What follows belongs to an exercise in optimizing a design on an open flow for small area, a short achievable clock period and few clock cycles per item; a production flow would make more cautious choices.
The RTL of this run was laid out without a check of its function.

==> flow/design.v <==
`default_nettype none
package dmem_ctrl_pkg;
  localparam logic [2:0] F3_B  = 3'b000;
  localparam logic [2:0] F3_H  = 3'b001;
  localparam logic [2:0] F3_W  = 3'b010;
  localparam logic [2:0] F3_BU = 3'b100;
  localparam logic [2:0] F3_HU = 3'b101;
  localparam int STATE_W = 2;
  localparam logic [STATE_W-1:0] S_IDLE = 2'd0;
  localparam logic [STATE_W-1:0] S_WAIT = 2'd1;
  localparam logic [STATE_W-1:0] S_RESP = 2'd2;
endpackage
`default_nettype wire
`default_nettype none
import dmem_ctrl_pkg::*;
module dmem_lane_fmt
(
  input  logic        we,
  input  logic [2:0]  funct3,
  input  logic [1:0]  addr_lo,
  input  logic [31:0] wdata,
  input  logic [31:0] rdata_raw,
  output logic [3:0]  byte_en,
  output logic [31:0] wdata_lane,
  output logic [31:0] rdata_ext,
  output logic        err
);
  logic [31:0] w_shift;
  logic [7:0]  w_byte;
  logic [15:0] w_half;
  logic        w_illegal;
  logic        w_misaligned;
  always_comb begin
    w_shift      = rdata_raw >> {addr_lo, 3'b000};
    w_byte       = w_shift[7:0];
    w_half       = addr_lo[1] ? rdata_raw[31:16] : rdata_raw[15:0];
    w_illegal    = 1'b0;
    w_misaligned = 1'b0;
    byte_en      = 4'b0000;
    wdata_lane   = wdata;
    rdata_ext    = 32'h0;
    case (funct3)
      F3_B: begin
        byte_en    = 4'b0001 << addr_lo;
        wdata_lane = {4{wdata[7:0]}};
        rdata_ext  = {{24{w_byte[7]}}, w_byte};
      end
      F3_H: begin
        w_misaligned = addr_lo[0];
        byte_en      = addr_lo[1] ? 4'b1100 : 4'b0011;
        wdata_lane   = {2{wdata[15:0]}};
        rdata_ext    = {{16{w_half[15]}}, w_half};
      end
      F3_W: begin
        w_misaligned = |addr_lo;
        byte_en      = 4'b1111;
        rdata_ext    = rdata_raw;
      end
      F3_BU: begin
        w_illegal = we;
        rdata_ext = {24'h0, w_byte};
      end
      F3_HU: begin
        w_illegal    = we;
        w_misaligned = addr_lo[0];
        rdata_ext    = {16'h0, w_half};
      end
      default: w_illegal = 1'b1;
    endcase
    err = w_illegal | w_misaligned;
    if (err || !we) byte_en = 4'b0000;
    if (err || we) rdata_ext = 32'h0;
  end
endmodule
`default_nettype wire
`default_nettype none
import dmem_ctrl_pkg::*;
module dmem_ctrl
#(
  parameter  int DEPTH       = 64,
  parameter  int WAIT_STATES = 0,
  localparam int ADDR_W      = $clog2(DEPTH) + 2
) (
  input  logic              clk,
  input  logic              rst_n,
  input  logic              req_valid,
  output logic              req_ready,
  input  logic              req_we,
  input  logic [2:0]        req_funct3,
  input  logic [ADDR_W-1:0] req_addr,
  input  logic [31:0]       req_wdata,
  output logic              rsp_valid,
  input  logic              rsp_ready,
  output logic [31:0]       rsp_rdata,
  output logic              rsp_err
);
  localparam int         IDX_W     = ADDR_W - 2;
  localparam logic [3:0] WAIT_LAST = 4'(WAIT_STATES > 0 ? WAIT_STATES - 1 : 0);
  logic [STATE_W-1:0] r_state;
  logic [STATE_W-1:0] w_state_nxt;
  logic [3:0]         r_cnt;
  logic               r_we;
  logic [2:0]         r_funct3;
  logic [ADDR_W-1:0]  r_addr;
  logic [31:0]        r_wdata;
  logic [31:0]        r_rdata;
  logic               r_err;
  logic [31:0]        r_mem [0:DEPTH-1];
  logic               w_accept;
  logic               w_enter_resp;
  logic               w_wr;
  logic               w_cur_we;
  logic [2:0]         w_cur_funct3;
  logic [ADDR_W-1:0]  w_cur_addr;
  logic [31:0]        w_cur_wdata;
  logic [IDX_W-1:0]   w_idx;
  logic [3:0]         w_byte_en;
  logic [31:0]        w_wdata_lane;
  logic [31:0]        w_rdata_ext;
  logic               w_err;
  always_ff @(posedge clk or negedge rst_n) begin
    if (!rst_n) r_state <= S_IDLE;
    else        r_state <= w_state_nxt;
  end
  always_comb begin
    w_state_nxt = r_state;
    case (r_state)
      S_IDLE:  if (w_accept) w_state_nxt = (WAIT_STATES > 0) ? S_WAIT : S_RESP;
      S_WAIT:  if (r_cnt == WAIT_LAST) w_state_nxt = S_RESP;
      S_RESP:  if (rsp_ready) w_state_nxt = S_IDLE;
      default: w_state_nxt = S_IDLE;
    endcase
  end
  always_comb begin
    req_ready = (r_state == S_IDLE);
    rsp_valid = (r_state == S_RESP);
    rsp_rdata = r_rdata;
    rsp_err   = r_err;
  end
  assign w_accept     = req_valid & req_ready;
  assign w_enter_resp = (w_state_nxt == S_RESP) && (r_state != S_RESP);
  assign w_cur_we     = (r_state == S_IDLE) ? req_we     : r_we;
  assign w_cur_funct3 = (r_state == S_IDLE) ? req_funct3 : r_funct3;
  assign w_cur_addr   = (r_state == S_IDLE) ? req_addr   : r_addr;
  assign w_cur_wdata  = (r_state == S_IDLE) ? req_wdata  : r_wdata;
  assign w_idx        = w_cur_addr[ADDR_W-1:2];
  assign w_wr         = w_enter_resp & rst_n;
  dmem_lane_fmt u_lane_fmt (
    .we         (w_cur_we),
    .funct3     (w_cur_funct3),
    .addr_lo    (w_cur_addr[1:0]),
    .wdata      (w_cur_wdata),
    .rdata_raw  (r_mem[w_idx]),
    .byte_en    (w_byte_en),
    .wdata_lane (w_wdata_lane),
    .rdata_ext  (w_rdata_ext),
    .err        (w_err)
  );
  always_ff @(posedge clk or negedge rst_n) begin
    if (!rst_n) begin
      r_we     <= 1'b0;
      r_funct3 <= 3'b000;
      r_addr   <= '0;
      r_wdata  <= 32'h0;
      r_cnt    <= 4'd0;
      r_rdata  <= 32'h0;
      r_err    <= 1'b0;
    end else begin
      if (w_accept) begin
        r_we     <= req_we;
        r_funct3 <= req_funct3;
        r_addr   <= req_addr;
        r_wdata  <= req_wdata;
      end
      if (r_state == S_WAIT) r_cnt <= r_cnt + 4'd1;
      else                   r_cnt <= 4'd0;
      if (w_enter_resp) begin
        r_rdata <= w_rdata_ext;
        r_err   <= w_err;
      end
    end
  end
  always_ff @(posedge clk) begin
    for (int b = 0; b < 4; b++) begin
      if (w_wr && w_byte_en[b]) r_mem[w_idx][8*b +: 8] <= w_wdata_lane[8*b +: 8];
    end
  end
endmodule
`default_nettype wire
==> flow/run.sh <==
#!/bin/bash
# synth_recipe.tcl (not shown) runs the flow's synth.tcl, then flattens the netlist and writes it again
# the make line also repeats each setting of config.mk as NAME=value (left out here)
make -C /OpenROAD-flow-scripts/flow DESIGN_CONFIG=/design/flow/config.mk WORK_HOME=/design/flow/orfs CLKGATE_MAP_FILE= SYNTH_SCRIPT=/design/flow/synth_recipe.tcl finish
==> flow/config.mk <==
export PLATFORM = sky130hd
export DESIGN_NAME = dmem_ctrl
export DESIGN_NICKNAME = dmem_ctrl
export VERILOG_FILES = /design/flow/design.v
export SDC_FILE = /design/flow/constraint.sdc
export NUM_CORES = 4
export LEC_CHECK = 0
export CAP_MARGIN = 20
export CORE_MARGIN = 2
export CORE_UTILIZATION = 40
export SLEW_MARGIN = 20
==> flow/constraint.sdc <==
create_clock -name core_clock -period 5.0 [get_ports {clk}]
set_input_delay 1.0000 -clock core_clock [delete_from_list [all_inputs] [get_ports {clk}]]
set_output_delay 1.0000 -clock core_clock [all_outputs]
set_load 0.01 [all_outputs]
==> summary.txt <==
worst max-delay path, cell delays in order (launching register included):
cell and delay [ps]:
dfrtp_1 350, or2_4 280, buf_4 700, a31oi_1 310
buf_4 230, nor2_1 610, buf_4 380, o211ai_1 230
nand4_1 160, nor4_1 90, buf_4 180, a2bb2oi_1 150
buf_4 150, nor3_4 50, a41oi_2 430, o211ai_1 170
how the worst max path moves through the flow:
stage	from	to	cells past startpoint
after detailed placement	req_addr[4]	r_rdata[5]$_DFFE_PN0N_	17
after global routing	r_state[1]$_DFF_PN0_	r_rdata[29]$_DFFE_PN0N_	15
final	r_state[1]$_DFF_PN0_	r_rdata[31]$_DFFE_PN0N_	15
after CTS	r_state[1]$_DFF_PN0_	r_rdata[31]$_DFFE_PN0N_	15
after floorplan	r_state[0]$_DFF_PN0_	r_mem[0][24]$_DFFE_PP_	10
after global placement	req_addr[3]	r_rdata[1]$_DFFE_PN0N_	14
routing by layer:
| layer | wire, um | track usage, % | vias up |
|---|---|---|---|
| met5 | 28 | 0 | - |
| met4 | 12540 | 10.46 | 4 |
| met3 | 31200 | 5.547 | 606 |
| met2 | 127500 | 40.37 | 3644 |
| met1 | 107600 | 35.82 | 27825 |
| li1 | - | - | 22818 |
sequential cells by signal, indices dropped and copies added, names as in the netlist:
| name | cells |
|---|---|
| r_mem | 2048 |
| r_rdata | 32 |
| r_wdata | 32 |
| r_addr | 8 |
| r_cnt | 4 |
| r_funct3 | 3 |
| r_state | 2 |
| r_err | 1 |
| r_we | 1 |
placed cells by master, fill, tap and decap left out, drive strengths merged, types with 7 or more instances in the layout:
| master | netlist | routed |
|---|---|---|
| a2111oi | 9 | 9 |
| a211oi | 11 | 11 |
| a21oi | 173 | 173 |
| a221o | 8 | 8 |
| a221oi | 8 | 8 |
| a222oi | 9 | 9 |
| a22oi | 17 | 17 |
| a311oi | 10 | 10 |
| a31oi | 138 | 138 |
| a32o | 15 | 15 |
| a32oi | 51 | 51 |
| buf | 256 | 707 |
| bufinv | 0 | 12 |
| clkbuf | 142 | 252 |
| clkdlybuf4s50 | 0 | 81 |
| clkinv | 1 | 105 |
| dfrtp | 83 | 83 |
| edfxtp | 2048 | 2048 |
| inv | 19 | 25 |
| mux2 | 43 | 43 |
| mux2i | 95 | 95 |
| nand2 | 605 | 605 |
| nand3 | 85 | 85 |
| nand3b | 7 | 7 |
| nand4 | 10 | 10 |
| nor2 | 318 | 318 |
| nor3 | 256 | 256 |
| nor3b | 9 | 9 |
| nor4 | 41 | 41 |
| o2111ai | 17 | 17 |
| o211ai | 34 | 34 |
| o21ai | 128 | 128 |
| o221ai | 37 | 37 |
| o22a | 10 | 10 |
| o22ai | 642 | 642 |
| o31ai | 9 | 9 |
| or2 | 11 | 11 |
| or4 | 8 | 8 |
kinds of logic after synthesis:
kind of cell | count (synthesis) | share of synthesized area, %
buffers and inverters | 418 | 2.361
xor gates and xnor gates | 2 | 0.02137
adders and majority gates | 2 | 0.03052
muxes | 138 | 1.821
AOI/OAI and AO/OA | 1367 | 10.86
DFF | 2131 | 77.55
and+or+nand+nor | 1384 | 7.349
cell type report:
cell class	count	area, um^2	share of cell area (%)
antenna	3	7.507	0.007685
clock buffer	252	5370	5.497
timing repair buffer	788	7144	7.314
tap	2688	3363	3.443
sequential	2131	63580	65.08
clock inverter	126	1135	1.162
multi-input combinational	2893	17010	17.42
inverter	20	77.57	0.07941
through the flow:
| step | utilization [%] | hold slack (ps) | std cells | cell area (um^2) |
|---|---|---|---|---|
| after floorplan | - | 453.6 | 5442 | 82060 |
| after global placement | 44.65 | 467.4 | 8519 | 91160 |
| after detailed placement | 44.66 | 488.5 | 8520 | 91170 |
| after CTS | 47.84 | 195.9 | 8898 | 97680 |
| after global routing | 47.84 | 239.3 | 8898 | 97680 |
| final | 47.85 | 216.8 | 8901 | 97690 |
report_power, final:
group / switching, mW / internal [mW]
clock: 6.86 / 8.29
combinational: 6.30 / 2.36
sequential: 0.161 / 21.0
==> metrics.cfg <==
[yosys]
yosysTopAreaCellShare_pct = 75.02
syn_area_per_cell_um2 = 15.06
yosysMostFrequentCell = edfxtp_1
synth-seq-cells = 2131
syn-num-nets = 5492
syn_area_um2 = 81980
ys_warn_count = 2
synth-edff-count = 2048
yosysSeqAreaShare_pct = 77.55
yosys.area.top_type = edfxtp_1
synthTopCellsByArea = edfxtp_1 75%, o22ai_1 4.9%, nand2_1 2.8%
postSynth.asyncResetShare_pct = 3.895
synth.distinct_cells = 86
synth_commonest_cells = 2048 x edfxtp_1, 642 x o22ai_1, 605 x nand2_1
synth_cells = 5442
synth-main-ff-cell = edfxtp_1

[global_routing]
grt_max_degree = 67
first_global_vias = 52631
grt_overflow_total = 0
grt_pass1_wl_um = 392700
track_usage_pct = 26.04
antenna_found_initial = 7

[cts]
post_cts_buffers = 0
cts.clk_slew.worst_paths_ps = 60
cts-htree-levels = 4
cts_root_buf = clkbuf_16
cts_sinks = 2131
clock_latency_ps = 870
cts_hold_buf = 0
ctsResizeCount = 0
cts_tree = done
clockBufferDepth = 3
cts_inserted_buffers = 208

[floorplanning]
pin_count = 83
row_count = 166
chipHeight_um = 456.7
die_x_um = 456.7
coreArea_um2 = 204200
start_util_pct = 40.15
die_area_um2 = 208600

[sta]
fin_skew_ps = 55.92
worst-slew-pin-transition_ps = 1171
finalMaxSlewViolations = 0
max_freq_ghz = 0.2125
period_share_pct = 94.13
finalCriticalPeriod_ps = 4707
max_slew_margin_pct = 21.39
rsz0062_at_grt = no
finalHoldViolations = 0
setup_slack_ps = 293.4
setup_viol = 0
setup_tns_ps = 0

[worst_setup_path]
startpoint_type = flop
crit_fanout = 42
cp_data_required_time_ps = 5700
critPathCaptureType = flop
r2r_start = r_state[1]$_DFF_PN0_
reg2reg_to = r_rdata[31]$_DFFE_PN0N_
r2r_cells = 15
worst_ep_arrival_time_ps = 5400
criticalPathCategory = flop to flop
ff2ff_setup_slack_ps = 290

[placement]
place.gp.congestion = 0.9215
portBuffers = 82
dp_slack_ps = -137.7
hpwl_um = 176900

[finish]
area_growth_syn_to_layout_pct = 19.16
nets = 6092
nFillCells = 17269
drive_above_1_share_pct = 18.21

[power]
power_mw = 44.99
power.leakage_nw = 32.00
irDropWorstVdd_uv = 434.5
p_per_area_nw_per_um2 = 460.6

[drt]
via_per_inst = 6.168
drtAntennaViolNets = 0
drc = 0
num_vias = 54897
wl_per_cell_um = 31.33
finalWirelength_um = 278900
firstDrtPassIters = 6
drtIter0Drc = 8540

[outcome]
status = timing/DRC/antenna clean

[flow_run]
drv_cap = 0

[hold_path]
hold_class = input pin to asynchronous set/reset pin

==> static timing again, ports no longer ideal <==
Ports are ideal in the flow. The routed layout listed here was re-timed in OpenROAD.
Step 1 sets driving cells, clkbuf_16 on the clock port and buf_2 on the other inputs (assumed; they add their load-dependent delay and slew).
Step 2 times the ports against the registers' clock, not the clock port: input delays grow and output delays shrink by t, the midpoint of the rising clock arrivals with the driver on.
Slacks: ideal / step 1 / step 2; pairs: ideal / step 1.
t (ns): 0.936
slack for setup (ns): 0.293 / 0.293 / -0.371
worst hold slack (ns): 0.217 / 0.162 / 0.504
Met with ideal ports but missed after step 2: setup timing in this run. For this run, drivers alone change the setup slack by 0.000 ns; drivers and shift together by -0.664 ns.
